Source: an optimization exercise on an open RTL-to-GDS flow (aim: small area, a short achievable clock period and few clock cycles). Production flows keep margins and buffers that such runs may drop.
At most, simulation tests tie the RTL to the original design; equivalence was not proved.
Only the layout flow was run in run 5; the RTL was not checked for function there.
Power is estimated from default activity; no workload was simulated.

**flow/flow/run.sh**
```bash
#!/bin/bash
# The standard layout, except that the port buffers are plain buf_2
# cells instead of the delay cells buffer_ports picks by default.
set -euo pipefail
export BUFFER_PORTS_ARGS="-buffer_cell sky130_fd_sc_hd__buf_2"
bash standard.sh > standard_flow.log 2>&1
```
**flow/standard.sh**
```bash
#!/bin/bash
# synth_recipe.tcl (not shown) runs the flow's synth.tcl, then flattens the netlist and writes it again
# the make line also repeats each setting of config.mk as NAME=value (left out here)
make -C /OpenROAD-flow-scripts/flow DESIGN_CONFIG=/design/flow/config.mk WORK_HOME=/design/flow/orfs CLKGATE_MAP_FILE= SYNTH_SCRIPT=/design/flow/synth_recipe.tcl "${@:-finish}"
```
**flow/constraint.sdc**
```tcl
create_clock -name core_clock -period 10.0 [get_ports {clk}]
set_input_delay 2.0000 -clock core_clock [delete_from_list [all_inputs] [get_ports {clk}]]
set_output_delay 2.0000 -clock core_clock [all_outputs]
set_load 0.01 [all_outputs]
```
**flow/config.mk**
```make
export PLATFORM = sky130hd
export DESIGN_NAME = rename_unit
export DESIGN_NICKNAME = rename_unit
export VERILOG_FILES = /design/flow/design.v
export SDC_FILE = /design/flow/constraint.sdc
export NUM_CORES = 4
export LEC_CHECK = 0
export ABC_AREA = 1
export CAP_MARGIN = 20
export CORE_MARGIN = 2
export CORE_UTILIZATION = 35
export CTS_CLUSTER_DIAMETER = 100
export CTS_CLUSTER_SIZE = 20
export PLACE_DENSITY = 0.45
export SETUP_SLACK_MARGIN = 4.5
export SLEW_MARGIN = 20
export SYNTH_HIERARCHICAL = 1
export SYNTH_MINIMUM_KEEP_SIZE = 0
export TNS_END_PERCENT = 5
```
**flow/design.v**
```verilog
module maptable (
   input  logic        clk,
   input  logic        reset_n,
   input  logic [1:0]      in_valid,
   input  logic [1:0]      in_rd_valid,
   input  logic [1:0][4:0] rd_id,
   input  logic [1:0][4:0] rs1_id,
   input  logic [1:0][4:0] rs2_id,
   input  logic [1:0][5:0] alloc_prf,
   input  logic [1:0]      wr_en,
   input  logic [1:0][4:0] wr_arf,
   input  logic [1:0][5:0] wr_prf,
   output logic [3:0][5:0] src_prf,
   output logic [1:0][5:0] prd_old
);
   logic [6*32-1:0] spec, spec_next;
   logic [6*32-1:0] ident;
   logic            byp;
   always_comb begin
      for (int i = 0; i < 32; i++) ident[6*i +: 6] = 6'(i);
   end
   function automatic logic [5:0] rd_map(input logic [6*32-1:0] tbl, input logic [3:0] p2,
                                         input logic [7:0] p3);
      logic [5:0] r, q;
      r = '0;
      for (int g = 0; g < 8; g++) begin
         q = '0;
         for (int j = 0; j < 4; j++) q = q | (tbl[6*(4*g+j) +: 6] & {6{p2[j]}});
         r = r | (q & {6{p3[g]}});
      end
      rd_map = r;
   endfunction
   logic [5:0][3:0] p2;
   logic [5:0][7:0] p3;
   predecode u_pd0 (.a (rs1_id[0]), .p2 (p2[0]), .p3 (p3[0]));
   predecode u_pd1 (.a (rs2_id[0]), .p2 (p2[1]), .p3 (p3[1]));
   predecode u_pd2 (.a (rs1_id[1]), .p2 (p2[2]), .p3 (p3[2]));
   predecode u_pd3 (.a (rs2_id[1]), .p2 (p2[3]), .p3 (p3[3]));
   predecode u_pd4 (.a (rd_id[0]),  .p2 (p2[4]), .p3 (p3[4]));
   predecode u_pd5 (.a (rd_id[1]),  .p2 (p2[5]), .p3 (p3[5]));
   always_comb begin
      byp        = in_valid[0] && in_rd_valid[0];
      src_prf[0] = rd_map(spec, p2[0], p3[0]);
      src_prf[1] = rd_map(spec, p2[1], p3[1]);
      src_prf[2] = (byp && rs1_id[1] == rd_id[0]) ? alloc_prf[0] : rd_map(spec, p2[2], p3[2]);
      src_prf[3] = (byp && rs2_id[1] == rd_id[0]) ? alloc_prf[0] : rd_map(spec, p2[3], p3[3]);
      prd_old[0] = rd_map(spec, p2[4], p3[4]);
      prd_old[1] = (byp && rd_id[1] == rd_id[0]) ? alloc_prf[0] : rd_map(spec, p2[5], p3[5]);
   end
   always_comb begin
      spec_next = spec;
      for (int i = 0; i < 32; i++) begin
         if (wr_en[0] && wr_arf[0] == 5'(i)) spec_next[6*i +: 6] = wr_prf[0];
         if (wr_en[1] && wr_arf[1] == 5'(i)) spec_next[6*i +: 6] = wr_prf[1];
      end
   end
   always_ff @(posedge clk) begin
      if (!reset_n) spec <= ident;    
      else          spec <= spec_next;
   end
endmodule
module predecode (
   input  logic [4:0] a,
   output logic [3:0] p2,
   output logic [7:0] p3
);
   always_comb begin
      for (int j = 0; j < 4; j++) p2[j] = a[1:0] == 2'(j);
      for (int g = 0; g < 8; g++) p3[g] = a[4:2] == 3'(g);
   end
endmodule
module free_list (
   input  logic        clk,
   input  logic        reset_n,
   input  logic [1:0]      alloc_req,
   input  logic [1:0]      rel_en,
   input  logic [1:0][5:0] rel_prf,
   output logic [1:0][5:0] alloc_prf
);
   logic [63:0] free_map;          
   logic [63:0] avail;             
   logic [63:0] lo_oh, hi_oh;      
   function automatic logic [63:0] first_one(input logic [63:0] v);
      logic [7:0] any, gsel, below;
      logic [63:0] r;
      for (int g = 0; g < 8; g++) any[g] = |v[8*g +: 8];
      below = '0;
      for (int g = 1; g < 8; g++) below[g] = below[g-1] | any[g-1];
      gsel = any & ~below;
      for (int g = 0; g < 8; g++) begin
         logic [7:0] w, wb;
         w  = v[8*g +: 8];
         wb = '0;
         for (int j = 1; j < 8; j++) wb[j] = wb[j-1] | w[j-1];
         r[8*g +: 8] = w & ~wb & {8{gsel[g]}};
      end
      first_one = r;
   endfunction
   function automatic logic [63:0] reverse(input logic [63:0] v);
      for (int i = 0; i < 64; i++) reverse[i] = v[63-i];
   endfunction
   function automatic logic [5:0] encode(input logic [63:0] oh);
      logic [5:0] r;
      r = '0;
      for (int i = 0; i < 64; i++) r = r | (6'(i) & {6{oh[i]}});
      encode = r;
   endfunction
   always_comb begin
      lo_oh = first_one(free_map);
      hi_oh = reverse(first_one(reverse(free_map)));
      avail = free_map & ~(lo_oh & {64{alloc_req[0]}}) & ~(hi_oh & {64{alloc_req[1]}});
      for (int i = 0; i < 2; i++) begin
         if (rel_en[i]) avail[rel_prf[i]] = 1'b1;
      end
   end
   always_ff @(posedge clk) begin
      if (!reset_n) begin
         free_map     <= {1'b0, {30{1'b1}}, 1'b0, {32{1'b0}}};
         alloc_prf[0] <= 6'd32;
         alloc_prf[1] <= 6'd63;
      end else begin
         free_map <= avail;
         if (alloc_req[0]) alloc_prf[0] <= encode(lo_oh);
         if (alloc_req[1]) alloc_prf[1] <= encode(hi_oh);
      end
   end
endmodule
module rename_rob (
   input  logic            clk,
   input  logic            reset_n,
   input  logic [1:0]      in_valid,
   input  logic [1:0]      in_rd_valid,
   input  logic [1:0][4:0] in_rd_id,
   input  logic [1:0][5:0] in_prd,
   input  logic [1:0][5:0] in_prd_old,
   input  logic            complete_valid,
   input  logic [3:0]      complete_idx,
   input  logic            mispredict_valid,
   input  logic [3:0]      mispredict_idx,
   output logic            ready,
   output logic [1:0][3:0] rob_idx,
   output logic [1:0]      ret_valid,
   output logic [1:0]      ret_wb,
   output logic [1:0][4:0] ret_arf,
   output logic [1:0][5:0] ret_prf,
   output logic [1:0][5:0] ret_prf_old,
   output logic            rec,
   output logic [1:0]      undo_en,
   output logic [1:0][4:0] undo_arf,
   output logic [1:0][5:0] undo_prf,
   output logic [1:0][5:0] undo_prf_old
);
   logic [15:0]      ent_rd_valid;
   logic [15:0][4:0] ent_rd_id;
   logic [15:0][5:0] ent_prd;
   logic [15:0][5:0] ent_prd_old;
   logic [15:0]      ent_done;
   logic [3:0] hn;            
   logic [3:0] wp;            
   logic [3:0] tail;          
   logic [4:0] count;         
   logic [1:0] accept;
   logic [1:0] acc_cnt, ret_cnt;
   logic [3:0] lim, hn_nx;
   logic [4:0] cnt_nx;
   logic [3:0] hn1, tail_acc;
   logic       sq_any, r0, r1, done0, done1, last, rec_nx;
   logic [1:0] wr_ev, wr_od;        
   logic       dv_ev, dv_od;
   logic [4:0] rd_ev, rd_od;
   logic [5:0] prd_ev, prd_od, old_ev, old_od;
   logic [15:0] we;
   logic       a0;                  
   logic [2:0] ev_i, od_i;
   logic       e_dv, o_dv;
   logic [4:0] e_rd, o_rd;
   logic [5:0] e_prd, o_prd, e_old, o_old;
   logic [1:0]      p_dv;
   logic [1:0][4:0] p_rd;
   logic [1:0][5:0] p_prd, p_old;
   always_comb begin
      ready = !rec && ((count <= 5'd14) || (count == 5'd15 && !(in_valid[0] && in_valid[1])));
      accept     = in_valid & {2{ready && !mispredict_valid}};
      rob_idx[0] = tail;
      rob_idx[1] = tail + {3'b0, in_valid[0]};
      acc_cnt    = {1'b0, accept[0]} + {1'b0, accept[1]};
      tail_acc   = tail + {2'b0, acc_cnt};
   end
   always_comb begin
      a0   = rec ? wp[0] : hn[0];
      ev_i = rec ? wp[3:1] : hn[3:1] + {2'b0, hn[0]};
      od_i = rec ? wp[3:1] - {2'b0, !wp[0]} : hn[3:1];
      e_dv  = ent_rd_valid[{ev_i, 1'b0}];
      e_rd  = ent_rd_id[{ev_i, 1'b0}];
      e_prd = ent_prd[{ev_i, 1'b0}];
      e_old = ent_prd_old[{ev_i, 1'b0}];
      o_dv  = ent_rd_valid[{od_i, 1'b1}];
      o_rd  = ent_rd_id[{od_i, 1'b1}];
      o_prd = ent_prd[{od_i, 1'b1}];
      o_old = ent_prd_old[{od_i, 1'b1}];
      p_dv[0]  = a0 ? o_dv  : e_dv;
      p_rd[0]  = a0 ? o_rd  : e_rd;
      p_prd[0] = a0 ? o_prd : e_prd;
      p_old[0] = a0 ? o_old : e_old;
      p_dv[1]  = a0 ? e_dv  : o_dv;
      p_rd[1]  = a0 ? e_rd  : o_rd;
      p_prd[1] = a0 ? e_prd : o_prd;
      p_old[1] = a0 ? e_old : o_old;
      last         = (wp == tail) || (wp - 4'd1 == tail);
      undo_en[0]   = rec && p_dv[0];
      undo_en[1]   = rec && (wp != tail) && p_dv[1];
      undo_arf     = p_rd;
      undo_prf     = p_prd;
      undo_prf_old = p_old;
   end
   always_comb begin
      hn1   = hn + 4'd1;
      done0 = ent_done[hn]  || (complete_valid && complete_idx == hn);
      done1 = ent_done[hn1] || (complete_valid && complete_idx == hn1);
      sq_any = mispredict_idx != tail - 4'd1;
      rec_nx = mispredict_valid ? sq_any : (rec && !last);
      r0      = (count >= 5'd1) && done0 && !mispredict_valid && !rec;
      r1      = r0 && (count >= 5'd2) && done1;
      ret_cnt = {1'b0, r0} + {1'b0, r1};
      lim     = mispredict_idx + (4'd1 - hn);
      case ({acc_cnt, ret_cnt})
         4'b00_00, 4'b01_01, 4'b10_10: cnt_nx = count;
         4'b01_00, 4'b10_01:           cnt_nx = count + 5'd1;
         4'b10_00:                     cnt_nx = count + 5'd2;
         4'b00_01, 4'b01_10:           cnt_nx = count - 5'd1;
         default:                      cnt_nx = count - 5'd2;
      endcase
      case (ret_cnt)
         2'd0:    hn_nx = hn;
         2'd1:    hn_nx = hn1;
         default: hn_nx = hn + 4'd2;
      endcase
   end
   always_comb begin
      wr_ev  = tail[0] ? 2'b10 : (in_valid[0] ? 2'b01 : 2'b10);
      wr_od  = tail[0] ? (in_valid[0] ? 2'b01 : 2'b10) : 2'b10;
      dv_ev  = wr_ev[0] ? in_rd_valid[0] : in_rd_valid[1];
      rd_ev  = wr_ev[0] ? in_rd_id[0]    : in_rd_id[1];
      prd_ev = wr_ev[0] ? in_prd[0]      : in_prd[1];
      old_ev = wr_ev[0] ? in_prd_old[0]  : in_prd_old[1];
      dv_od  = wr_od[0] ? in_rd_valid[0] : in_rd_valid[1];
      rd_od  = wr_od[0] ? in_rd_id[0]    : in_rd_id[1];
      prd_od = wr_od[0] ? in_prd[0]      : in_prd[1];
      old_od = wr_od[0] ? in_prd_old[0]  : in_prd_old[1];
      for (int i = 0; i < 16; i++)
         we[i] = !rec && ((count <= 5'd15 && tail == 4'(i)) || (count <= 5'd14 && tail + 4'd1 == 4'(i)));
   end
   always_ff @(posedge clk) begin
      for (int i = 0; i < 16; i++) begin
         if (we[i]) begin
            ent_rd_valid[i] <= (i % 2 == 0) ? dv_ev  : dv_od;
            ent_rd_id[i]    <= (i % 2 == 0) ? rd_ev  : rd_od;
            ent_prd[i]      <= (i % 2 == 0) ? prd_ev : prd_od;
            ent_prd_old[i]  <= (i % 2 == 0) ? old_ev : old_od;
            ent_done[i]     <= 1'b0;
         end
      end
      if (complete_valid) ent_done[complete_idx] <= 1'b1;
   end
   always_ff @(posedge clk) begin
      ret_wb      <= p_dv;
      ret_arf     <= p_rd;
      ret_prf     <= p_prd;
      ret_prf_old <= p_old;
   end
   always_ff @(posedge clk) begin
      if (!reset_n) begin
         hn        <= '0;
         wp        <= '0;
         tail      <= '0;
         count     <= '0;
         rec       <= 1'b0;
         ret_valid <= '0;
      end else begin
         hn        <= hn_nx;
         ret_valid <= {r1, r0};
         rec       <= rec_nx;
         if (mispredict_valid) begin
            tail  <= mispredict_idx + 4'd1;
            count <= {lim == 4'd0, lim};
            wp    <= tail - 4'd1;
         end else begin
            tail  <= tail_acc;
            count <= cnt_nx;
            wp    <= wp - 4'd2;
         end
      end
   end
endmodule
module rename_unit (
   input  logic       clk,
   input  logic       reset_n,
   input  logic       in0_valid,
   input  logic       in0_rd_valid,
   input  logic [4:0] in0_rd,
   input  logic [4:0] in0_rs1,
   input  logic [4:0] in0_rs2,
   input  logic       in1_valid,
   input  logic       in1_rd_valid,
   input  logic [4:0] in1_rd,
   input  logic [4:0] in1_rs1,
   input  logic [4:0] in1_rs2,
   output logic       rename_ready,
   output logic [5:0] out0_prf_rs1,
   output logic [5:0] out0_prf_rs2,
   output logic [5:0] out0_prd,
   output logic [5:0] out0_prd_old,
   output logic [3:0] out0_rob_idx,
   output logic [5:0] out1_prf_rs1,
   output logic [5:0] out1_prf_rs2,
   output logic [5:0] out1_prd,
   output logic [5:0] out1_prd_old,
   output logic [3:0] out1_rob_idx,
   input  logic       complete_valid,
   input  logic [3:0] complete_idx,
   input  logic       mispredict_valid,
   input  logic [3:0] mispredict_idx,
   output logic       ret0_valid,
   output logic       ret0_wb,
   output logic [4:0] ret0_arf,
   output logic [5:0] ret0_prf,
   output logic [5:0] ret0_prf_old,
   output logic       ret1_valid,
   output logic       ret1_wb,
   output logic [4:0] ret1_arf,
   output logic [5:0] ret1_prf,
   output logic [5:0] ret1_prf_old
);
   logic [1:0]      alloc_req, in_valid, in_rd_valid;
   logic [1:0][4:0] in_rd, in_rs1, in_rs2;
   logic [1:0][5:0] alloc_prf, prd_old;
   logic [3:0][5:0] src_prf;
   logic [1:0][3:0] rob_idx;
   logic [1:0]      ret_valid, ret_wb;
   logic [1:0][4:0] ret_arf;
   logic [1:0][5:0] ret_prf, ret_prf_old;
   logic            rec;
   logic [1:0]      undo_en;
   logic [1:0][4:0] undo_arf;
   logic [1:0][5:0] undo_prf, undo_prf_old;
   assign in_valid    = {in1_valid, in0_valid};
   assign in_rd_valid = {in1_rd_valid, in0_rd_valid};
   assign in_rd       = {in1_rd, in0_rd};
   assign in_rs1      = {in1_rs1, in0_rs1};
   assign in_rs2      = {in1_rs2, in0_rs2};
   assign alloc_req = in_valid & in_rd_valid & {2{rename_ready && !mispredict_valid}};
   assign {out0_prf_rs1, out0_prf_rs2, out0_prd, out0_prd_old, out0_rob_idx} =
          {src_prf[0], src_prf[1], alloc_prf[0], prd_old[0], rob_idx[0]};
   assign {out1_prf_rs1, out1_prf_rs2, out1_prd, out1_prd_old, out1_rob_idx} =
          {src_prf[2], src_prf[3], alloc_prf[1], prd_old[1], rob_idx[1]};
   assign {ret0_valid, ret0_wb, ret0_arf, ret0_prf, ret0_prf_old} =
          {ret_valid[0], ret_wb[0], ret_arf[0], ret_prf[0], ret_prf_old[0]};
   assign {ret1_valid, ret1_wb, ret1_arf, ret1_prf, ret1_prf_old} =
          {ret_valid[1], ret_wb[1], ret_arf[1], ret_prf[1], ret_prf_old[1]};
   maptable u_maptable (
      .clk, .reset_n,
      .in_valid, .in_rd_valid,
      .rd_id (in_rd), .rs1_id (in_rs1), .rs2_id (in_rs2), .alloc_prf,
      .wr_en  (rec ? undo_en : alloc_req),
      .wr_arf (rec ? undo_arf : in_rd),
      .wr_prf (rec ? undo_prf_old : alloc_prf),
      .src_prf, .prd_old
   );
   free_list u_free_list (
      .clk, .reset_n, .alloc_req,
      .rel_en  (rec ? undo_en : (ret_valid & ret_wb)),
      .rel_prf (rec ? undo_prf : ret_prf_old),
      .alloc_prf
   );
   rename_rob u_rename_rob (
      .clk, .reset_n, .in_valid,
      .in_rd_valid, .in_rd_id (in_rd), .in_prd (alloc_prf), .in_prd_old (prd_old),
      .complete_valid, .complete_idx, .mispredict_valid, .mispredict_idx,
      .ready (rename_ready), .rob_idx,
      .ret_valid, .ret_wb, .ret_arf, .ret_prf, .ret_prf_old,
      .rec, .undo_en, .undo_arf, .undo_prf, .undo_prf_old
   );
endmodule
```
==> results of run 1 <==
==> final timing paths <==
path,endpoint
hold reg to reg,u_rename_rob.ent_done[2]
hold / removal,u_rename_rob.ent_done[2]
setup reg to reg,u_maptable.spec[116]
setup / recovery,out1_prf_rs1[0]
==> layout make-up <==
cell class | instances | area, um^2 | share of cell area
clock buffer | 60 | 1130 | 0.0236
tap | 1612 | 2020 | 0.0421
sequential | 628 | 15500 | 0.323
multi-input combinational | 4873 | 24100 | 0.502
clock inverter | 14 | 196 | 0.00410
antenna | 1 | 2.50 | 0.0000522
timing repair buffer | 307 | 2900 | 0.0605
inverter | 543 | 2150 | 0.0449
==> power breakdown <==
group | total (mW) | internal, mW | leakage [nW] | switching [mW]
Clock | 1.89 | 0.846 | 0.634 | 1.05
Sequential | 3.07 | 2.91 | 5.38 | 0.155
Combinational | 2.48 | 0.619 | 14.3 | 1.86
Total | 7.43 | 4.38 | 20.3 | 3.06
==> cell families after synthesis <==
group                    synth area share
AND/OR/NAND/NOR                     0.326
flip-flops                          0.367
XOR/XNOR                          0.00967
adder cells (fa/ha/maj)            0.0155
AO/OA/AOI/OAI                       0.201
buffers and inverters              0.0816
==> cell usage in the layout (no fill, tap or decap), types with 9 or more instances in the layout <==
cell type,instances
nand2_1,2085
o21ai_0,692
nor2_1,527
inv_1,480
dfxtp_1,338
edfxtp_1,288
nand3_1,286
a21oi_1,162
o21ai_1,142
buf_2,123
nand4_1,117
o22ai_1,114
buf_4,110
o221ai_1,85
nor2_2,79
a31oi_1,76
nand2_2,61
nor2_4,60
o211ai_1,52
o2111ai_1,49
ha_1,49
clkbuf_16,45
inv_2,39
xor2_1,26
nor3_1,26
buf_12,24
o21a_1,21
nand2_4,20
a22oi_1,19
o21ai_2,19
clkbuf_1,17
buf_6,17
xnor2_1,14
buf_16,13
nor2_8,10
buf_8,10
clkinvlp_4,9
or2_2,9
nor4_1,9
a32oi_1,9
==> stage by stage <==
| step | instance area (um^2) | worst slack [ns] |
|---|---|---|
| final | 47900 | 4.29 |
| after floorplan | 42200 | 4.89 |
| after global placement | 44400 | 3.22 |
| after global routing | 47900 | 4.31 |
| after detailed placement | 44400 | 3.20 |
| after CTS | 47500 | 4.36 |
==> flip-flops by register name, summed over array words and instances, names as in the netlist, 4 cells and up <==
| name | flops |
|---|---|
| u_rename_rob.hn | 4 |
| u_rename_rob.ret_arf | 10 |
| u_rename_rob.ent_rd_id | 80 |
| u_rename_rob.count | 5 |
| u_rename_rob.ent_rd_valid | 16 |
| u_rename_rob.tail | 4 |
| u_free_list.alloc_prf | 12 |
| u_rename_rob.ent_prd | 96 |
| u_rename_rob.ent_done | 16 |
| u_rename_rob.ent_prd_old | 96 |
| u_rename_rob.wp | 4 |
| u_maptable.spec | 192 |
| u_rename_rob.ret_prf | 12 |
| u_free_list.free_map | 64 |
| u_rename_rob.ret_prf_old | 12 |
==> critical path, delay by kind of cell <==
kind | cells | cell delay, ns
buffers and inverters | 4 | 0.53
and+or+nand+nor | 8 | 0.89
AOI/OAI and AO/OA | 1 | 0.23
==> timing repair <==
action | in CTS | in global routing
setup endpoints to repair | 236 | 197
cloned | 18 | 4
gates resized for setup | 340 | 84
pin swaps | 58 | 42
setup buffers | 31 | 11
==> modules after synthesis (local to each module, per instance) <==
| module | cells inside | copies in the design | flip-flops and latches | area, um^2 |
|---|---|---|---|---|
| rename_unit | 130 | 1 | 0 | 528 |
| maptable | 3465 | 1 | 192 | 18100 |
| rename_rob | 1474 | 1 | 360 | 16000 |
| free_list | 1160 | 1 | 76 | 7050 |
| predecode | 22 | 6 | 0 | 82.6 |
==> per-layer routing <==
layer	part of all wire	vias to the layer above	wire length, um
li1	-	21400	-
met1	0.41	22400	95500
met2	0.42	2720	97500
met3	0.094	743	21900
met4	0.079	12	18500
met5	0.00046	-	107
==> qor.txt, run 1 <==
CP Max Fanout: 40
Seq/Total Area, Yosys: 0.367
min-delay worst type: flop to flop
antenna violations before repair: 11
CP Data Required Time: 8.00 ns
library cells used by synthesis: 64
Post-synth EDFFs: 288
Final min period: 5.71 ns
Finish-stage setup viols: 0
Worst Path Class, Setup: primary input to primary output
DRT Wirelength: 234000 um
Final Cycle Share: 0.571
Routability Congestion: 1.07
fill cell count: 12900
Worst setup EP type: primary output
Die Ht: 351 um
DRC violations left: 0
R2R setup slack: 4.45 ns
Die W: 351 um
VDD IR-drop max: 122 uV
clock buffer depth: 3
M1 GR Usage: 0.485
largest net degree at the start of global routing: 73
final non-filler cell total: 8038
CP peak stage delay: 0.27 ns
drt first pass iters: 8
Hold Startpoint: u_rename_rob.ent_done[2]
Sum Neg Setup Slack: 0 ns
CP arrival: 3.71 ns
Layout area overhead: 13.6%
GR Util met2: 0.542
clock skew: 0.0454 ns
Post-DP HPWL: 165000 um
starting density of the core: 0.352
Fin. Hold Viols: 0
GR peak layer: met2
Final Core Density: 0.400
NumNets Final: 6491
Post-Syn Area: 0.0422 mm^2
result of the run: no timing/DRC/antenna violations
CP cell instances: buf_6 > inv_1 > nor2_4 > buf_12 > nand2_1 > nand2_1 > o21ai_2 > nand2_2 > nor2_4 > nand2_4 > nand2_1 > nand2_1 > buf_2
synth warn: 10
Mean Syn Cell Area: 6.63 um^2
overall routing resource usage: 0.368
most frequent cell after synthesis: nand2_1
CTS tree: built
most used cell, CP: nand2_1
DR iter-0 viols: 6178
die area: 0.123 mm^2
Clock Tree Root: clkbuf_16
leak pwr: 20.3 nW
top post-synthesis cells by area: edfxtp_1, nand2_1, dfxtp_1
placed cell count: 7899
M3 GR Usage: 0.0767
share of cells above drive strength 1: 0.110
post-synth top area share: 0.205
most frequent cells after synthesis: nand2_1, o21ai_0, nor2_1, inv_1, dfxtp_1
clock slew at reported path FFs: 0.09 ns
RR Startpoint: u_rename_rob.wp[1]
Boundary Pins: 141
grt total ovfl: 0
first-pass GRT wire length: 326000 um
Core ar.: 0.120 mm^2
Critical Path Source: in1_rs1[0]
Primary FF master, synth: dfxtp_1
leading area contributor after synthesis: edfxtp_1
Syn Nets: 6458
IO buf count: 140
hold path cells: 2
vias in the first global route: 42900
Slew HR: 0.250
Clk Latency, worst-skew pair: 0.67 ns
unrepaired setup endpoints after global routing: yes
async set-reset flop share out of synthesis: 0
via/cell ratio: 5.89
FF+latch count, synth: 628
Min Hold Slack: 0.499 ns
vias after detailed routing: 47300
Pwr Density: 155 mW/mm^2
Sink Count: 628
cts bufs inserted: 41
Tot Pwr: 7.43 mW
# rows: 127
fmax: 0.175 GHz
CP max stage cell: nor2_4
R2R cell count: 19
wire length per cell: 29.1 um
H-tree Lvls: 2
Final ANT Viol Nets: 0
Hold Buf Count CTS: 0
Post-Syn Instances: 6361
startpoint type of the worst setup path: primary input
Slew Limit Fails: 0
worst-margin pin slew: 1.11 ns
max cap viols: 0
Testbench counts, summed over its fixed seeds: cycles 50,282.
==> inputs of run 2 (changes only) <==
--- a/flow/design.v
+++ b/flow/design.v
@@ -40,2 +40,6 @@
    predecode u_pd5 (.a (rd_id[1]),  .p2 (p2[5]), .p3 (p3[5]));
+   logic [1:0][3:0] w2;
+   logic [1:0][7:0] w3;
+   predecode u_pw0 (.a (wr_arf[0]), .p2 (w2[0]), .p3 (w3[0]));
+   predecode u_pw1 (.a (wr_arf[1]), .p2 (w2[1]), .p3 (w3[1]));
    always_comb begin
@@ -52,4 +56,4 @@
       for (int i = 0; i < 32; i++) begin
-         if (wr_en[0] && wr_arf[0] == 5'(i)) spec_next[6*i +: 6] = wr_prf[0];
-         if (wr_en[1] && wr_arf[1] == 5'(i)) spec_next[6*i +: 6] = wr_prf[1];
+         if (wr_en[0] && w2[0][i%4] && w3[0][i/4]) spec_next[6*i +: 6] = wr_prf[0];
+         if (wr_en[1] && w2[1][i%4] && w3[1][i/4]) spec_next[6*i +: 6] = wr_prf[1];
       end
@@ -184,3 +188,3 @@
       rob_idx[0] = tail;
-      rob_idx[1] = tail + {3'b0, in_valid[0]};
+      rob_idx[1] = in_valid[0] ? tail + 4'd1 : tail;
       acc_cnt    = {1'b0, accept[0]} + {1'b0, accept[1]};
--- a/flow/config.mk
+++ b/flow/config.mk
@@ -7,3 +7,2 @@
 export LEC_CHECK = 0
-export ABC_AREA = 1
 export CAP_MARGIN = 20
@@ -14,3 +13,3 @@
 export PLACE_DENSITY = 0.45
-export SETUP_SLACK_MARGIN = 4.5
+export SETUP_SLACK_MARGIN = 4.2
 export SLEW_MARGIN = 20
@@ -18,2 +17,2 @@
 export SYNTH_MINIMUM_KEEP_SIZE = 0
-export TNS_END_PERCENT = 5
+export TNS_END_PERCENT = 0
==> qor.txt, run 2 <==
result of the run: no timing/DRC/antenna violations (unchanged)
mux cell area share after synthesis: 0.117 (was 0)
Boundary Pins: 141 (unchanged)
most frequent cells after synthesis: a22oi_1, nand2_1, dfxtp_1, nor2_1, edfxtp_1 (was nand2_1, o21ai_0, nor2_1, inv_1, dfxtp_1)
Clk Latency, worst-skew pair: 0.69 ns (was 0.67 ns)
H-tree Lvls: 2 (unchanged)
Slew Limit Fails: 0 (unchanged)
leading area contributor after synthesis: edfxtp_1 (unchanged)
library cells used by synthesis: 97 (was 64)
Post-DP HPWL: 136000 um (was 165000 um)
first-pass GRT wire length: 280000 um (was 326000 um)
via/cell ratio: 6.64 (was 5.89)
clock buffer depth: 3 (unchanged)
register area: 0.0155 mm^2 (about the same)
Pwr Density: 153 mW/mm^2 (was 155 mW/mm^2)
Final min period: 6.01 ns (was 5.71 ns)
Final ANT Viol Nets: 0 (unchanged)
post-synthesis adder-cell area fraction: 0.0161 (was 0.0155)
Hold Buf Count CTS: 0 (unchanged)
post-synthesis compound-gate area fraction: 0.247 (was 0.201)
vias in the first global route: 35600 (was 42900)
dpl ws: 3.18 ns (was 3.20 ns)
fmax: 0.167 GHz (was 0.175 GHz)
CP Data Required Time: 8.00 ns (about the same)
CTS tree: built (unchanged)
Routability Congestion: 1.03 (was 1.07)
largest registers: u_maptable.spec x192, u_rename_rob.ent_prd x96, u_rename_rob.ent_prd_old x96 (unchanged)
Finish-stage setup viols: 0 (unchanged)
share of cells above drive strength 1: 0.165 (was 0.110)
CP delay by family, top: buffers and inverters (was simple AND/OR/NAND/NOR gates)
Sum Neg Setup Slack: 0 ns (unchanged)
min setup slack post-route: 3.99 ns (was 4.29 ns)
post-synth top area share: 0.217 (was 0.205)
Post-synth EDFFs: 288 (unchanged)
# rows: 123 (was 127)
most common cell after layout, fill and taps aside: a22oi_1 (was nand2_1)
wire length on met1: 85200 um (was 95500 um)
Syn Nets: 4369 (was 6458)
Design Area, Final: 0.0443 mm^2 (was 0.0479 mm^2)
DR iter-0 viols: 5189 (was 6178)
Slew HR: 0.199 (was 0.250)
met2 wire length: 83400 um (was 97500 um)
max cap viols: 0 (unchanged)
max reg flops: 192 (unchanged)
Core ar.: 0.113 mm^2 (was 0.120 mm^2)
largest net degree at the start of global routing: 69 (was 73)
Final Core Density: 0.394 (was 0.400)
leak pwr: 16.5 nW (was 20.3 nW)
placed cell areas: 0.0421 mm^2 (was 0.0444 mm^2)
FF+latch count, synth: 628 (unchanged)
Tot Pwr: 6.76 mW (was 7.43 mW)
NumNets Final: 4370 (was 6491)
CP cell instances: buf_2 > nor2b_4 > buf_4 > a22oi_1 > nand2_1 > a22oi_1 > nand4_1 > buf_2 (was buf_6 > inv_1 > nor2_4 > buf_12 > nand2_1 > nand2_1 > o21ai_2 > nand2_2 > nor2_4 > nand2_4 > nand2_1 > nand2_1 > buf_2)
startpoint type of the worst setup path: primary input (unchanged)
Mean Syn Cell Area: 9.32 um^2 (was 6.63 um^2)
most frequent cell after synthesis: a22oi_1 (was nand2_1)
Layout area overhead: 11.3% (was 13.6%)
CP max stage cell: buf_4 (was nor2_4)
overall routing resource usage: 0.332 (was 0.368)
Final Cycle Share: 0.601 (was 0.571)
fill cell count: 11300 (was 12900)
starting density of the core: 0.354 (was 0.352)
top post-synthesis cells by area: edfxtp_1, dfxtp_1, a22oi_1 (was edfxtp_1, nand2_1, dfxtp_1)
DRC violations left: 0 (unchanged)
main combinational cell family by area after synthesis: compound AO/OA/AOI/OAI gates (was simple AND/OR/NAND/NOR gates)
drt first pass iters: 14 (was 8)
routed wl met3: 22200 um (was 21900 um)
VDD IR-drop max: 130 uV (was 122 uV)
IO buf count: 140 (unchanged)
vias after detailed routing: 38600 (was 47300)
CP peak stage delay: 0.51 ns (was 0.27 ns)
grt total ovfl: 0 (unchanged)
Post-Syn Instances: 4273 (was 6361)
XOR/XNOR Fraction of Synth Area: 0.0143 (was 0.00967)
Die W: 341 um (was 351 um)
most frequent cells in the layout: a22oi_1, nand2_1, dfxtp_1 (was nand2_1, o21ai_0, nor2_1)
Worst setup EP type: primary output (unchanged)
Die Ht: 341 um (was 351 um)
Fin. Hold Viols: 0 (unchanged)
worst-margin pin slew: 1.20 ns (was 1.11 ns)
Seq/Total Area, Yosys: 0.388 (was 0.367)
async set-reset flop share out of synthesis: 0 (unchanged)
clock skew: 0.0450 ns (was 0.0454 ns)
Multi-input gate area: 0.0233 mm^2 (was 0.0241 mm^2)
Post-Synth Simple-Gate Area: 0.172 (was 0.326)
Clock Tree Root: clkbuf_16 (unchanged)
Largest Register: u_maptable.spec (unchanged)
Sink Count: 628 (unchanged)
antenna violations before repair: 15 (was 11)
CP Max Fanout: 48 (was 40)
CP bufs+invs: 3 (was 4)
uppermost layer routed: met5 (unchanged)
Post-Syn Area: 0.0398 mm^2 (was 0.0422 mm^2)
Primary FF master, synth: dfxtp_1 (unchanged)
unrepaired setup endpoints after global routing: yes (unchanged)
DRT Wirelength: 199000 um (was 234000 um)
die area: 0.117 mm^2 (was 0.123 mm^2)
wire length per cell: 34.3 um (was 29.1 um)
CP arrival: 4.01 ns (was 3.71 ns)
min-delay worst type: flop to flop (unchanged)
clock slew at reported path FFs: 0.09 ns (about the same)
synth warn: 10 (unchanged)
cts bufs inserted: 42 (was 41)
Worst Path Class, Setup: primary input to primary output (unchanged)
## run 2: metal layers
layer | up-vias | track usage
li1 | 16500 | -
met3 | 418 | 0.0892
met4 | 22 | 0.124
met5 | - | 0.00776
met2 | 2306 | 0.482
met1 | 19300 | 0.468
## run 2: per-module statistics from Yosys, one instance, submodules excluded
module,flops+latches,cells inside,times used,area [um^2]
free_list,76,827,1,6070
maptable,192,2303,1,16800
predecode,0,12,8,87.6
rename_rob,360,997,1,15800
rename_unit,0,50,1,488
## run 2: repair_timing
item	CTS	global route
pin swaps	20	1
buffers inserted	28	1
cloned	6	0
endpoints found under the setup margin	254	118
gates resized for setup	137	1
## run 2: per-stage QoR
step / std cells / hold WS [ns]
after detailed placement: 5695 / 0.473
after floorplan: 4273 / 0.444
final: 5808 / 0.483
after global routing: 5806 / 0.508
after CTS: 5805 / 0.487
after global placement: 5695 / 0.465
## run 2: tightest hold or removal path, delay by kind of cell, from the launching register on
| kind | cells | cell delay [ns] |
|---|---|---|
| DFF | 1 | 0.33 |
| AOI/OAI and AO/OA | 1 | 0.07 |
| and+or+nand+nor | 1 | 0.05 |
## run 2: cell families (layout without fill, tap and decap cells)
group	count (synthesis)	count (layout)
and+or+nand+nor	1425	1431
AOI/OAI and AO/OA	1335	1335
DFF	628	628
buffers and inverters	418	445
muxes	352	352
xor gates and xnor gates	65	65
adders and majority gates	50	50
other	0	2
## run 2: cell type report
class                   instances  area share
multi-input cells            3233       0.526
flip-flops and latches        628       0.349
repair buffers                296      0.0458
well taps                    1500      0.0423
clock buffers                  63      0.0262
inverters                      73     0.00621
clock inverters                13     0.00471
diodes                          2    0.000113
## run 2: final timing paths
kind,endpoint,start,cells past startpoint,slack [ns]
max,out0_prf_rs2[3],in0_rs2[1],8,3.99
min,u_rename_rob.ent_done[9],u_rename_rob.ent_done[9],2,0.48
max reg2reg,u_maptable.spec[159],u_rename_rob.hn[1],12,4.17
min reg2reg,u_rename_rob.ent_done[9],u_rename_rob.ent_done[9],2,0.48
## run 2: where the power goes
part	internal [mW]	leakage [nW]	switching [mW]
logic	0.570	10.5	1.30
registers	2.87	5.37	0.134
clock network	0.849	0.648	1.05
total	4.29	16.5	2.48
Testbench counts of run 2, summed over its fixed seeds: cycles 50,282.
==> inputs of run 3 (changes only) <==
--- a/flow/config.mk
+++ b/flow/config.mk
@@ -13,3 +13,3 @@
 export PLACE_DENSITY = 0.45
-export SETUP_SLACK_MARGIN = 4.2
+export SETUP_SLACK_MARGIN = 4.5
 export SLEW_MARGIN = 20
==> qor.txt, run 3 <==
Final min period: 5.85 ns (was 6.01 ns)
antenna violations before repair: 15 (unchanged)
Sink Count: 628 (unchanged)
overall routing resource usage: 0.334 (was 0.332)
register area: 0.0155 mm^2 (unchanged)
min-delay worst type: flop to flop (unchanged)
CP Max Fanout: 48 (unchanged)
min setup slack post-route: 4.15 ns (was 3.99 ns)
Final Cycle Share: 0.585 (was 0.601)
max reg flops: 192 (unchanged)
startpoint type of the worst setup path: primary input (unchanged)
Pwr Density: 151 mW/mm^2 (was 153 mW/mm^2)
clock buffer depth: 3 (unchanged)
grt total ovfl: 0 (unchanged)
CP peak stage delay: 0.30 ns (was 0.51 ns)
DRT Wirelength: 201000 um (was 199000 um)
placed cell count: 5695 (unchanged)
Slew HR: 0.167 (was 0.199)
library cells used by synthesis: 97 (unchanged)
# rows: 123 (unchanged)
clock skew: 0.0455 ns (was 0.0450 ns)
Worst setup EP type: primary output (unchanged)
Hold Buf Count CTS: 0 (unchanged)
Clock Tree Root: clkbuf_16 (unchanged)
cts bufs inserted: 42 (unchanged)
unrepaired setup endpoints after global routing: yes (unchanged)
Largest Register: u_maptable.spec (unchanged)
CP Data Required Time: 8.00 ns (about the same)
result of the run: no timing/DRC/antenna violations (unchanged)
Post-DP HPWL: 136000 um (unchanged)
fill cell count: 11300 (about the same)
IO buf count: 140 (unchanged)
Boundary Pins: 141 (unchanged)
NumNets Final: 4382 (was 4370)
Final ANT Viol Nets: 0 (unchanged)
fmax: 0.171 GHz (was 0.167 GHz)
Post-Syn Instances: 4273 (unchanged)
most frequent cell after synthesis: a22oi_1 (unchanged)
largest net degree at the start of global routing: 69 (unchanged)
CP bufs+invs: 3 (unchanged)
worst-margin pin slew: 1.25 ns (was 1.20 ns)
async set-reset flop share out of synthesis: 0 (unchanged)
clock slew at reported path FFs: 0.09 ns (about the same)
Clk Latency, worst-skew pair: 0.68 ns (was 0.69 ns)
CP cell instances: buf_2 > and2_2 > buf_6 > a22oi_1 > nand2_1 > a22oi_1 > nand4_1 > buf_2 (was buf_2 > nor2b_4 > buf_4 > a22oi_1 > nand2_1 > a22oi_1 > nand4_1 > buf_2)
Sum Neg Setup Slack: 0 ns (unchanged)
Post-Syn Area: 0.0398 mm^2 (unchanged)
Design Area, Final: 0.0452 mm^2 (was 0.0443 mm^2)
DR iter-0 viols: 5323 (was 5189)
Worst Path Class, Setup: primary input to primary output (unchanged)
drt first pass iters: 9 (was 14)
CTS tree: built (unchanged)
vias in the first global route: 35600 (about the same)
Die W: 341 um (unchanged)
post-synth top area share: 0.217 (unchanged)
Finish-stage setup viols: 0 (unchanged)
starting density of the core: 0.354 (unchanged)
largest registers: u_maptable.spec x192, u_rename_rob.ent_prd x96, u_rename_rob.ent_prd_old x96 (unchanged)
Post-synth EDFFs: 288 (unchanged)
Seq/Total Area, Yosys: 0.388 (unchanged)
wire length per cell: 34.4 um (was 34.3 um)
DRC violations left: 0 (unchanged)
Multi-input gate area: 0.0238 mm^2 (was 0.0233 mm^2)
die area: 0.117 mm^2 (unchanged)
Primary FF master, synth: dfxtp_1 (unchanged)
most frequent cells after synthesis: a22oi_1, nand2_1, dfxtp_1, nor2_1, edfxtp_1 (unchanged)
Mean Syn Cell Area: 9.32 um^2 (unchanged)
leading area contributor after synthesis: edfxtp_1 (unchanged)
Die Ht: 341 um (unchanged)
top post-synthesis cells by area: edfxtp_1, dfxtp_1, a22oi_1 (unchanged)
placed cell areas: 0.0421 mm^2 (unchanged)
via/cell ratio: 6.68 (was 6.64)
leak pwr: 16.7 nW (was 16.5 nW)
synth warn: 10 (unchanged)
Syn Nets: 4369 (unchanged)
most common cell after layout, fill and taps aside: a22oi_1 (unchanged)
max cap viols: 0 (unchanged)
share of cells above drive strength 1: 0.182 (was 0.165)
Routability Congestion: 1.03 (unchanged)
vias after detailed routing: 38900 (was 38600)
CP max stage cell: a22oi_1 (was buf_4)
CP arrival: 3.85 ns (was 4.01 ns)
first-pass GRT wire length: 282000 um (was 280000 um)
CP delay by family, top: simple AND/OR/NAND/NOR gates (was buffers and inverters)
VDD IR-drop max: 129 uV (was 130 uV)
FF+latch count, synth: 628 (unchanged)
Slew Limit Fails: 0 (unchanged)
most frequent cells in the layout: a22oi_1, nand2_1, dfxtp_1 (unchanged)
Fin. Hold Viols: 0 (unchanged)
Core ar.: 0.113 mm^2 (unchanged)
dpl ws: 3.18 ns (unchanged)
final non-filler cell total: 5823 (was 5808)
H-tree Lvls: 2 (unchanged)
Layout area overhead: 13.5% (was 11.3%)
## run 3: logic make-up after synthesis
group	count (synthesis)	share of synthesized area
flip-flops	628	0.388
multiplexers	352	0.117
buffers and inverters	418	0.0454
adder cells (fa/ha/maj)	50	0.0161
AND/OR/NAND/NOR	1425	0.172
AO/OA/AOI/OAI	1335	0.247
XOR/XNOR	65	0.0143
## run 3: worst reg2reg max path, stage by stage (launching register included)
cell and delay (ns):
dfxtp_1 0.44, inv_1 0.13, ha_1 0.21, ha_1 0.33, a21oi_4 0.15, buf_4 0.48, mux4_2 0.44, mux2i_1 0.45
mux2i_1 0.25, mux2_2 0.37, or3_1 0.44, o31a_1 0.28, nor2_1 0.23, nand3_1 0.52, o22ai_1 0.62, o21a_1 0.20
## run 3: final timing paths
kind,to,slack (ns),startpoint,cells past startpoint
worst min register to register,u_rename_rob.ent_done[9],0.48,u_rename_rob.ent_done[9],2
worst min-delay path,u_rename_rob.ent_done[9],0.48,u_rename_rob.ent_done[9],2
worst max register to register,u_free_list.free_map[12],4.41,u_rename_rob.wp[1],15
worst max-delay path,out0_prf_rs2[3],4.15,in0_rs2[0],8
## run 3: area by class of cell
| class | instances | area share |
|---|---|---|
| Clock buffer | 63 | 0.0257 |
| Sequential cell | 628 | 0.342 |
| Tap cell | 1500 | 0.0415 |
| Antenna cell | 5 | 0.000277 |
| Inverter | 73 | 0.00609 |
| Clock inverter | 13 | 0.00462 |
| Multi-Input combinational cell | 3233 | 0.526 |
| Timing Repair Buffer | 308 | 0.0532 |
## run 3: layer usage
| layer | global-route usage | wire, um | vias up |
|---|---|---|---|
| li1 | - | - | 16500 |
| met1 | 0.469 | 84800 | 19400 |
| met2 | 0.484 | 83600 | 2488 |
| met3 | 0.0915 | 23200 | 456 |
| met4 | 0.126 | 8710 | 16 |
| met5 | 0.00531 | 171 | - |
## run 3: per-stage QoR
step	power [mW]	util	hold WS, ns
after floorplan	4.04	-	0.444
after global routing	7.04	0.401	0.508
after CTS	6.81	0.401	0.487
after global placement	4.84	0.374	0.465
final	6.81	0.401	0.482
after detailed placement	4.83	0.374	0.473
## run 3: what timing repair did
| item | 4_1_cts | 5_1_grt |
|---|---|---|
| setup endpoints to repair | 292 | 250 |
| cloned | 12 | 0 |
| pin swaps | 67 | 0 |
| gates resized for setup | 285 | 4 |
| buffers inserted | 35 | 0 |
## run 3: per-module statistics from Yosys, one instance, submodules excluded
| module | cells | times used | area, um^2 |
|---|---|---|---|
| rename_unit | 50 | 1 | 488 |
| maptable | 2303 | 1 | 16800 |
| free_list | 827 | 1 | 6070 |
| predecode | 12 | 8 | 87.6 |
| rename_rob | 997 | 1 | 15800 |
## run 3: power by group
group          internal [mW]  leakage, nW  switching, mW
clock                  0.849        0.648           1.05
sequential              2.87         5.37          0.134
combinational          0.595         10.7           1.31
total                   4.31         16.7           2.49
==> inputs of run 4 (changes only) <==
--- a/flow/config.mk
+++ b/flow/config.mk
@@ -9,6 +9,6 @@
 export CORE_MARGIN = 2
-export CORE_UTILIZATION = 35
+export CORE_UTILIZATION = 45
 export CTS_CLUSTER_DIAMETER = 100
 export CTS_CLUSTER_SIZE = 20
-export PLACE_DENSITY = 0.45
+export PLACE_DENSITY = 0.55
 export SETUP_SLACK_MARGIN = 4.5
==> qor.txt, run 4 <==
result of the run: no timing/DRC/antenna violations (unchanged)
Post-Syn Instances: 4273 (unchanged)
Seq/Total Area, Yosys: 0.388 (unchanged)
startpoint type of the worst setup path: primary input (unchanged)
unrepaired setup endpoints after global routing: yes (unchanged)
crit path to: out0_prf_rs1[3] (was out0_prf_rs2[3])
Worst Path Class, Setup: primary input to primary output (unchanged)
clock slew at reported path FFs: 0.08 ns (was 0.09 ns)
Boundary Pins: 141 (unchanged)
Sum Neg Setup Slack: 0 ns (unchanged)
min-delay worst type: flop to flop (unchanged)
via/cell ratio: 7.19 (was 6.68)
DRT Wirelength: 191000 um (was 201000 um)
clock buffer depth: 3 (unchanged)
FF+latch count, synth: 628 (unchanged)
leading area contributor after synthesis: edfxtp_1 (unchanged)
NumNets Final: 4352 (was 4382)
# rows: 109 (was 123)
die area: 0.0909 mm^2 (was 0.117 mm^2)
Clock Tree Root: clkbuf_16 (unchanged)
Final Cycle Share: 0.590 (was 0.585)
top post-synthesis cells by area: edfxtp_1, dfxtp_1, a22oi_1 (unchanged)
Core ar.: 0.0881 mm^2 (was 0.113 mm^2)
Fin. Hold Viols: 0 (unchanged)
Final min period: 5.90 ns (was 5.85 ns)
Syn Nets: 4369 (unchanged)
Post-Syn Area: 0.0398 mm^2 (unchanged)
max reg flops: 192 (unchanged)
share of cells above drive strength 1: 0.195 (was 0.182)
Routability Congestion: 1.06 (was 1.03)
leak pwr: 16.7 nW (about the same)
Post-synth EDFFs: 288 (unchanged)
most common cell after layout, fill and taps aside: nand2_1 (was a22oi_1)
DRC violations left: 0 (unchanged)
overall routing resource usage: 0.407 (was 0.334)
CP Data Required Time: 8.00 ns (about the same)
CP Max Fanout: 48 (unchanged)
vias after detailed routing: 39200 (was 38900)
grt total ovfl: 0 (unchanged)
Pwr Density: 150 mW/mm^2 (was 151 mW/mm^2)
Die W: 301 um (was 341 um)
Post-DP HPWL: 129000 um (was 136000 um)
max cap viols: 0 (unchanged)
Final Core Density: 0.512 (was 0.401)
Final ANT Viol Nets: 0 (unchanged)
worst reg2reg endpoint: u_maptable.spec[150] (was u_free_list.free_map[12])
Primary FF master, synth: dfxtp_1 (unchanged)
cts bufs inserted: 40 (was 42)
synth warn: 10 (unchanged)
drt first pass iters: 12 (was 9)
Clk Latency, worst-skew pair: 0.65 ns (was 0.68 ns)
Finish-stage setup viols: 0 (unchanged)
async set-reset flop share out of synthesis: 0 (unchanged)
fmax: 0.169 GHz (was 0.171 GHz)
Worst setup EP type: primary output (unchanged)
Layout area overhead: 13.2% (was 13.5%)
clock skew: 0.0357 ns (was 0.0455 ns)
most frequent cells after synthesis: a22oi_1, nand2_1, dfxtp_1, nor2_1, edfxtp_1 (unchanged)
VDD IR-drop max: 175 uV (was 129 uV)
first-pass GRT wire length: 268000 um (was 282000 um)
DR iter-0 viols: 6369 (was 5323)
CP arrival: 3.90 ns (was 3.85 ns)
Mean Syn Cell Area: 9.32 um^2 (unchanged)
largest registers: u_maptable.spec x192, u_rename_rob.ent_prd x96, u_rename_rob.ent_prd_old x96 (unchanged)
fill cell count: 8262 (was 11300)
R2R setup slack: 4.27 ns (was 4.41 ns)
largest net degree at the start of global routing: 112 (was 69)
RR Startpoint: u_rename_rob.rec (was u_rename_rob.wp[1])
antenna violations before repair: 7 (was 15)
wire length per cell: 35.0 um (was 34.4 um)
vias in the first global route: 35600 (about the same)
CTS tree: built (unchanged)
IO buf count: 140 (unchanged)
Slew Limit Fails: 0 (unchanged)
post-synth top area share: 0.217 (unchanged)
most frequent cell after synthesis: a22oi_1 (unchanged)
worst-margin pin slew: 1.33 ns (was 1.25 ns)
Critical Path Source: in0_rs1[1] (was in0_rs2[0])
Largest Register: u_maptable.spec (unchanged)
library cells used by synthesis: 97 (unchanged)
most frequent cells in the layout: nand2_1, a22oi_1, dfxtp_1 (was a22oi_1, nand2_1, dfxtp_1)
H-tree Lvls: 2 (unchanged)
R2R cell count: 12 (was 15)
Min Hold Slack: 0.476 ns (was 0.482 ns)
Sink Count: 628 (unchanged)
Tot Pwr: 6.77 mW (was 6.81 mW)
starting density of the core: 0.452 (was 0.354)
Slew HR: 0.116 (was 0.167)
Die Ht: 301 um (was 341 um)
## run 4: cell counts after synthesis
Identical to the previous run, type by type.
## run 4: area by class of cell
class,count,area [um^2],area share
inverters,73,275,0.00611
flip-flops and latches,628,15500,0.343
repair buffers,279,2410,0.0534
diodes,3,7.51,0.000167
clock buffers,58,1070,0.0237
multi-input cells,3234,24200,0.537
clock inverters,12,196,0.00436
well taps,1165,1460,0.0323
## run 4: critical path, stage by stage
cell and delay (ns):
buf_2 0.15, nor2b_4 0.13, clkbuf_8 0.27, a22oi_1 0.28, nand2_1 0.14, a22oi_2 0.40
nand4_1 0.23, buf_2 0.19
## run 4: cells by family after synthesis
logic type,synth area share
multiplexers,0.117
flip-flops,0.388
XOR/XNOR,0.0143
adder cells (fa/ha/maj),0.0161
buffers and inverters,0.0454
AO/OA/AOI/OAI,0.247
AND/OR/NAND/NOR,0.172
## run 4: per-stage QoR
| stage | setup WS, ns | cells | area [um^2] |
|---|---|---|---|
| after global placement | 3.18 | 5314 | 41400 |
| after CTS | 4.28 | 5445 | 44900 |
| after detailed placement | 3.09 | 5314 | 41400 |
| final | 4.10 | 5452 | 45100 |
| after global routing | 4.17 | 5449 | 45100 |
| after floorplan | 4.83 | 4273 | 39800 |
## run 4: per-layer routing
layer  up-vias  part of all wire  GRT usage
li1      16500                 -          -
met1     19300              0.41      0.563
met2      2825              0.40      0.564
met3       597              0.14      0.152
met4         2             0.055      0.175
met5         -           0.00083     0.0159
## run 4: worst min-delay path by stage
stage,startpoint,end,slack [ns],cells past startpoint
floorplan,u_rename_rob.ent_done[13],u_rename_rob.ent_done[13],0.44,2
global placement,u_rename_rob.ent_done[9],u_rename_rob.ent_done[9],0.47,2
detailed placement,u_rename_rob.ent_done[9],u_rename_rob.ent_done[9],0.47,2
CTS,u_rename_rob.ent_done[9],u_rename_rob.ent_done[9],0.48,2
global route,u_rename_rob.ent_done[10],u_rename_rob.ent_done[10],0.50,2
finish,u_rename_rob.ent_done[9],u_rename_rob.ent_done[9],0.48,2
## run 4: what timing repair did
item                       in CTS  in global routing
buffers inserted               43                  3
gates resized for setup       330                 44
pin swaps                      94                 23
setup endpoints to repair     282                233
hold buffers                    0                  0
gates cloned                   18                  1
## run 4: Yosys stat by module, one instance, submodules excluded
| module | copies in the design | flip-flops and latches |
|---|---|---|
| predecode | 8 | 0 |
| rename_rob | 1 | 360 |
| free_list | 1 | 76 |
| maptable | 1 | 192 |
| rename_unit | 1 | 0 |
## run 4: report_power, final
group | leakage [nW] | switching (mW) | total, mW | internal [mW]
clock | 0.598 | 0.985 | 1.81 | 0.823
combinational | 10.7 | 1.35 | 1.95 | 0.606
sequential | 5.37 | 0.141 | 3.01 | 2.87
==> inputs of run 5 (changes only) <==
--- a/flow/design.v
+++ b/flow/design.v
@@ -40,6 +40,2 @@
    predecode u_pd5 (.a (rd_id[1]),  .p2 (p2[5]), .p3 (p3[5]));
-   logic [1:0][3:0] w2;
-   logic [1:0][7:0] w3;
-   predecode u_pw0 (.a (wr_arf[0]), .p2 (w2[0]), .p3 (w3[0]));
-   predecode u_pw1 (.a (wr_arf[1]), .p2 (w2[1]), .p3 (w3[1]));
    always_comb begin
@@ -56,4 +52,4 @@
       for (int i = 0; i < 32; i++) begin
-         if (wr_en[0] && w2[0][i%4] && w3[0][i/4]) spec_next[6*i +: 6] = wr_prf[0];
-         if (wr_en[1] && w2[1][i%4] && w3[1][i/4]) spec_next[6*i +: 6] = wr_prf[1];
+         if (wr_en[0] && wr_arf[0] == 5'(i)) spec_next[6*i +: 6] = wr_prf[0];
+         if (wr_en[1] && wr_arf[1] == 5'(i)) spec_next[6*i +: 6] = wr_prf[1];
       end
@@ -150,3 +146,3 @@
    output logic [1:0][5:0] ret_prf_old,
-   output logic            rec,
+   output logic            umode,
    output logic [1:0]      undo_en,
@@ -161,2 +157,6 @@
    logic [15:0]      ent_done;
+   logic       rec;           
+   logic       now;           
+   logic       sq2;
+   logic [3:0] w;             
    logic [3:0] hn;            
@@ -188,3 +188,3 @@
       rob_idx[0] = tail;
-      rob_idx[1] = in_valid[0] ? tail + 4'd1 : tail;
+      rob_idx[1] = tail + {3'b0, in_valid[0]};
       acc_cnt    = {1'b0, accept[0]} + {1'b0, accept[1]};
@@ -193,5 +193,8 @@
    always_comb begin
-      a0   = rec ? wp[0] : hn[0];
-      ev_i = rec ? wp[3:1] : hn[3:1] + {2'b0, hn[0]};
-      od_i = rec ? wp[3:1] - {2'b0, !wp[0]} : hn[3:1];
+      now   = mispredict_valid && !ret_valid[0];
+      umode = rec || now;
+      w     = rec ? wp : tail - 4'd1;
+      a0    = umode ? w[0] : hn[0];
+      ev_i  = umode ? w[3:1] : hn[3:1] + {2'b0, hn[0]};
+      od_i  = umode ? w[3:1] - {2'b0, !w[0]} : hn[3:1];
       e_dv  = ent_rd_valid[{ev_i, 1'b0}];
@@ -212,5 +215,7 @@
       p_old[1] = a0 ? e_old : o_old;
+      sq_any       = mispredict_idx != tail - 4'd1;
+      sq2          = sq_any && mispredict_idx != tail - 4'd2;
       last         = (wp == tail) || (wp - 4'd1 == tail);
-      undo_en[0]   = rec && p_dv[0];
-      undo_en[1]   = rec && (wp != tail) && p_dv[1];
+      undo_en[0]   = (rec || (now && sq_any)) && p_dv[0];
+      undo_en[1]   = (rec ? wp != tail : (now && sq2)) && p_dv[1];
       undo_arf     = p_rd;
@@ -223,4 +228,4 @@
       done1 = ent_done[hn1] || (complete_valid && complete_idx == hn1);
-      sq_any = mispredict_idx != tail - 4'd1;
-      rec_nx = mispredict_valid ? sq_any : (rec && !last);
+      rec_nx = mispredict_valid ? (now ? sq2 && mispredict_idx != tail - 4'd3 : sq_any)
+                                : (rec && !last);
       r0      = (count >= 5'd1) && done0 && !mispredict_valid && !rec;
@@ -289,3 +294,3 @@
             count <= {lim == 4'd0, lim};
-            wp    <= tail - 4'd1;
+            wp    <= now ? tail - 4'd3 : tail - 4'd1;
          end else begin
@@ -345,3 +350,3 @@
    logic [1:0][5:0] ret_prf, ret_prf_old;
-   logic            rec;
+   logic            umode;
    logic [1:0]      undo_en;
@@ -367,5 +372,5 @@
       .rd_id (in_rd), .rs1_id (in_rs1), .rs2_id (in_rs2), .alloc_prf,
-      .wr_en  (rec ? undo_en : alloc_req),
-      .wr_arf (rec ? undo_arf : in_rd),
-      .wr_prf (rec ? undo_prf_old : alloc_prf),
+      .wr_en  (undo_en | alloc_req),
+      .wr_arf (umode ? undo_arf : in_rd),
+      .wr_prf (umode ? undo_prf_old : alloc_prf),
       .src_prf, .prd_old
@@ -374,4 +379,4 @@
       .clk, .reset_n, .alloc_req,
-      .rel_en  (rec ? undo_en : (ret_valid & ret_wb)),
-      .rel_prf (rec ? undo_prf : ret_prf_old),
+      .rel_en  (umode ? undo_en : (ret_valid & ret_wb)),
+      .rel_prf (umode ? undo_prf : ret_prf_old),
       .alloc_prf
@@ -384,3 +389,3 @@
       .ret_valid, .ret_wb, .ret_arf, .ret_prf, .ret_prf_old,
-      .rec, .undo_en, .undo_arf, .undo_prf, .undo_prf_old
+      .umode, .undo_en, .undo_arf, .undo_prf, .undo_prf_old
    );
--- a/flow/config.mk
+++ b/flow/config.mk
@@ -7,8 +7,9 @@
 export LEC_CHECK = 0
+export ABC_AREA = 1
 export CAP_MARGIN = 20
 export CORE_MARGIN = 2
-export CORE_UTILIZATION = 45
+export CORE_UTILIZATION = 25
 export CTS_CLUSTER_DIAMETER = 100
 export CTS_CLUSTER_SIZE = 20
-export PLACE_DENSITY = 0.55
+export PLACE_DENSITY = 0.35
 export SETUP_SLACK_MARGIN = 4.5
==> qor.txt, run 5 <==
first-pass GRT wire length: 347000 um (was 268000 um)
Seq/Total Area, Yosys: 0.361 (was 0.388)
result of the run: no timing/DRC/antenna violations (unchanged)
max reg flops: 192 (unchanged)
vias in the first global route: 44300 (was 35600)
wire length per cell: 28.8 um (was 35.0 um)
NumNets Final: 6728 (was 4352)
CP arrival: 3.69 ns (was 3.90 ns)
CP Data Required Time: 8.00 ns (about the same)
vias after detailed routing: 47900 (was 39200)
Slew Limit Fails: 0 (unchanged)
Die W: 418 um (was 301 um)
overall routing resource usage: 0.276 (was 0.407)
placed cell count: 8673 (was 5314)
via/cell ratio: 5.39 (was 7.19)
hold path cells: 2 (unchanged)
synth warn: 10 (unchanged)
Core ar.: 0.170 mm^2 (was 0.0881 mm^2)
Pwr Density: 209 mW/mm^2 (was 150 mW/mm^2)
clock buffer depth: 3 (unchanged)
startpoint type of the worst setup path: primary input (unchanged)
clock slew at reported path FFs: 0.09 ns (was 0.08 ns)
async set-reset flop share out of synthesis: 0 (unchanged)
Critical Path Source: in0_rs1[2] (was in0_rs1[1])
DRC violations left: 0 (unchanged)
fmax: 0.176 GHz (was 0.169 GHz)
Final Cycle Share: 0.569 (was 0.590)
FF+latch count, synth: 628 (unchanged)
Post-Syn Instances: 6521 (was 4273)
Boundary Pins: 141 (unchanged)
library cells used by synthesis: 62 (was 97)
most frequent cells in the layout: nand2_1, o21ai_0, inv_1 (was nand2_1, a22oi_1, dfxtp_1)
H-tree Lvls: 2 (unchanged)
Final Core Density: 0.301 (was 0.512)
Clock Tree Root: clkbuf_16 (unchanged)
Post-Syn Area: 0.0428 mm^2 (was 0.0398 mm^2)
share of cells above drive strength 1: 0.139 (was 0.195)
IO buf count: 140 (unchanged)
Sum Neg Setup Slack: 0 ns (unchanged)
Hold Startpoint: u_rename_rob.ent_done[11] (was u_rename_rob.ent_done[9])
DRT Wirelength: 256000 um (was 191000 um)
leading area contributor after synthesis: edfxtp_1 (unchanged)
unrepaired setup endpoints after global routing: yes (unchanged)
most frequent cell after synthesis: nand2_1 (was a22oi_1)
CTS tree: built (unchanged)
Die Ht: 418 um (was 301 um)
most frequent cells after synthesis: nand2_1, o21ai_0, inv_1, nor2_1, dfxtp_1 (was a22oi_1, nand2_1, dfxtp_1, nor2_1, edfxtp_1)
antenna violations before repair: 11 (was 7)
RR Startpoint: u_rename_rob.tail[1] (was u_rename_rob.rec)
Post-DP HPWL: 181000 um (was 129000 um)
max cap viols: 0 (unchanged)
Layout area overhead: 19.4% (was 13.2%)
drt first pass iters: 5 (was 12)
most common cell after layout, fill and taps aside: nand2_1 (unchanged)
fill cell count: 18700 (was 8262)
Primary FF master, synth: dfxtp_1 (unchanged)
DR iter-0 viols: 5390 (was 6369)
Mean Syn Cell Area: 6.56 um^2 (was 9.32 um^2)
CP Max Fanout: 6 (was 48)
leak pwr: 21.6 nW (was 16.7 nW)
register area: 0.0155 mm^2 (about the same)
top post-synthesis cells by area: edfxtp_1, nand2_1, dfxtp_1 (was edfxtp_1, dfxtp_1, a22oi_1)
Syn Nets: 6623 (was 4369)
Slew HR: 0.181 (was 0.116)
post-synth top area share: 0.202 (was 0.217)
Final min period: 5.69 ns (was 5.90 ns)
grt total ovfl: 0 (unchanged)
Worst Path Class, Setup: primary input to primary output (unchanged)
Post-synth EDFFs: 288 (unchanged)
final non-filler cell total: 8882 (was 5452)
Sink Count: 628 (unchanged)
worst-margin pin slew: 1.22 ns (was 1.33 ns)
Multi-input gate area: 0.0250 mm^2 (was 0.0242 mm^2)
Routability Congestion: 0.993 (was 1.06)
Tot Pwr: 10.7 mW (was 6.77 mW)
R2R cell count: 27 (was 12)
largest net degree at the start of global routing: 145 (was 112)
largest registers: u_maptable.spec x192, u_rename_rob.ent_prd x96, u_rename_rob.ent_prd_old x96 (unchanged)
Worst setup EP type: primary output (unchanged)
VDD IR-drop max: 126 uV (was 175 uV)
# rows: 151 (was 109)
Final ANT Viol Nets: 0 (unchanged)
Largest Register: u_maptable.spec (unchanged)
die area: 0.174 mm^2 (was 0.0909 mm^2)
starting density of the core: 0.252 (was 0.452)
Finish-stage setup viols: 0 (unchanged)
cts bufs inserted: 44 (was 40)
min-delay worst type: flop to flop (unchanged)
Fin. Hold Viols: 0 (unchanged)
Clk Latency, worst-skew pair: 0.69 ns (was 0.65 ns)
clock skew: 0.0611 ns (was 0.0357 ns)
-- run 5: cell count changes in the layout (fill, tap and decap cells not counted), sizes merged, moves of 95 or more --
cell	change
a21oi	+116
a22oi	-671
inv	+539
mux2	-95
mux2i	-178
nand2	+1687
nand3	+230
nor2	+309
o211ai	+102
o21ai	+673
o22ai	+111
-- run 5: kinds of logic after synthesis --
group,after synthesis,share of synthesized area
adders and majority gates,56,0.0167
buffers and inverters,941,0.0874
DFF,628,0.361
AOI/OAI and AO/OA,1431,0.193
and+or+nand+nor,3417,0.331
xor gates and xnor gates,48,0.0102
-- run 5: report_power, final --
group | total, mW | switching, mW | leakage, nW | internal (mW)
combinational | 5.21 | 3.89 | 15.5 | 1.32
sequential | 3.43 | 0.393 | 5.39 | 3.03
clock | 2.05 | 1.12 | 0.706 | 0.923
-- run 5: path summary, 6_finish.rpt --
check	endpoint	slack, ns
min	u_rename_rob.ent_done[11]	0.49
max	out0_prf_rs1[0]	4.31
max reg2reg	u_free_list.free_map[41]	4.82
min reg2reg	u_rename_rob.ent_done[11]	0.49
-- run 5: what timing repair did --
action | 4_1_cts | 5_1_grt
pin swaps | 75 | 67
setup buffers | 60 | 26
hold buffers | 0 | 0
endpoints found under the setup margin | 292 | 292
gates cloned | 10 | 28
gates resized for setup | 456 | 246
-- run 5: final cells by class --
type	count	share of cell area
antenna	3	0.000147
clock buffer	57	0.0229
clock inverter	24	0.00549
inverter	618	0.0485
multi-input combinational	4955	0.490
sequential	628	0.303
tap	2218	0.0543
timing repair buffer	379	0.0760
-- run 5: per-layer routing --
metal | share of wire | vias to the layer above | GRT usage
met4 | 0.058 | 2 | 0.137
met5 | 0.000051 | - | 0
met2 | 0.44 | 2167 | 0.435
met3 | 0.069 | 470 | 0.0332
met1 | 0.43 | 23200 | 0.373
li1 | - | 22000 | -
-- run 5: Yosys stat by module (local to each module, per instance) --
module / flops+latches / cells inside / cell area, um^2
maptable: 192 / 3465 / 18100
rename_rob: 360 / 1635 / 16600
free_list: 76 / 1160 / 7050
rename_unit: 0 / 129 / 524
predecode: 0 / 22 / 82.6
-- run 5: metrics by stage --
| step | cell area [um^2] | worst slack (ns) | hold WS [ns] |
|---|---|---|---|
| floorplan | 42800 | 4.79 | 0.456 |
| global placement | 45900 | 1.79 | 0.475 |
| detailed placement | 45900 | 1.74 | 0.479 |
| CTS | 49500 | 4.32 | 0.492 |
| global route | 51100 | 4.32 | 0.538 |
| finish | 51100 | 4.31 | 0.495 |
-- run 5: critical path, cell delays in order --
cell,delay [ns]
buf_2,0.11
inv_1,0.06
nand2_1,0.08
nor2_1,0.62
o21ai_1,0.28
nand2_1,0.21
nor2_1,0.09
nand2_2,0.09
buf_2,0.13

[re-timing with driven ports]
Ports are ideal in the flow. The routed layouts listed here were re-timed in OpenROAD.
Step 1, drivers: a clkbuf_16 drives clk and a buf_2 each remaining input, both assumed.
Step 2 also shifts input and output timing later by t, the mid clock arrival at the registers, as if the neighbouring blocks saw the same clock.
a / b / c = ideal / step 1 / step 2; a / b = the first two.
| run | shift t [ns] | slack for setup (ns) | hold slack, ns | worst data-port slew with drivers (ns) | cell pins on the clock port's net |
|---|---|---|---|---|---|
| run 1 | 0.732 | 4.290 / 4.162 / 4.162 | 0.499 / 0.499 / 0.499 | 0.23 | 1 |
| run 2 | 0.738 | 3.994 / 3.969 / 3.865 | 0.483 / 0.483 / 0.483 | 0.09 | 1 |
| run 3 | 0.733 | 4.145 / 4.077 / 3.847 | 0.482 / 0.482 / 0.482 | 0.09 | 1 |
| run 4 | 0.705 | 4.097 / 4.037 / 4.037 | 0.476 / 0.476 / 0.476 | 0.10 | 1 |
| run 5 | 0.744 | 4.309 / 4.252 / 3.842 | 0.495 / 0.495 / 0.495 | 0.08 | 1 |
After both steps every run listed still meets setup and hold. For run 5, which loses most, drivers alone change the setup slack by -0.057 ns; drivers and shift together by -0.467 ns.
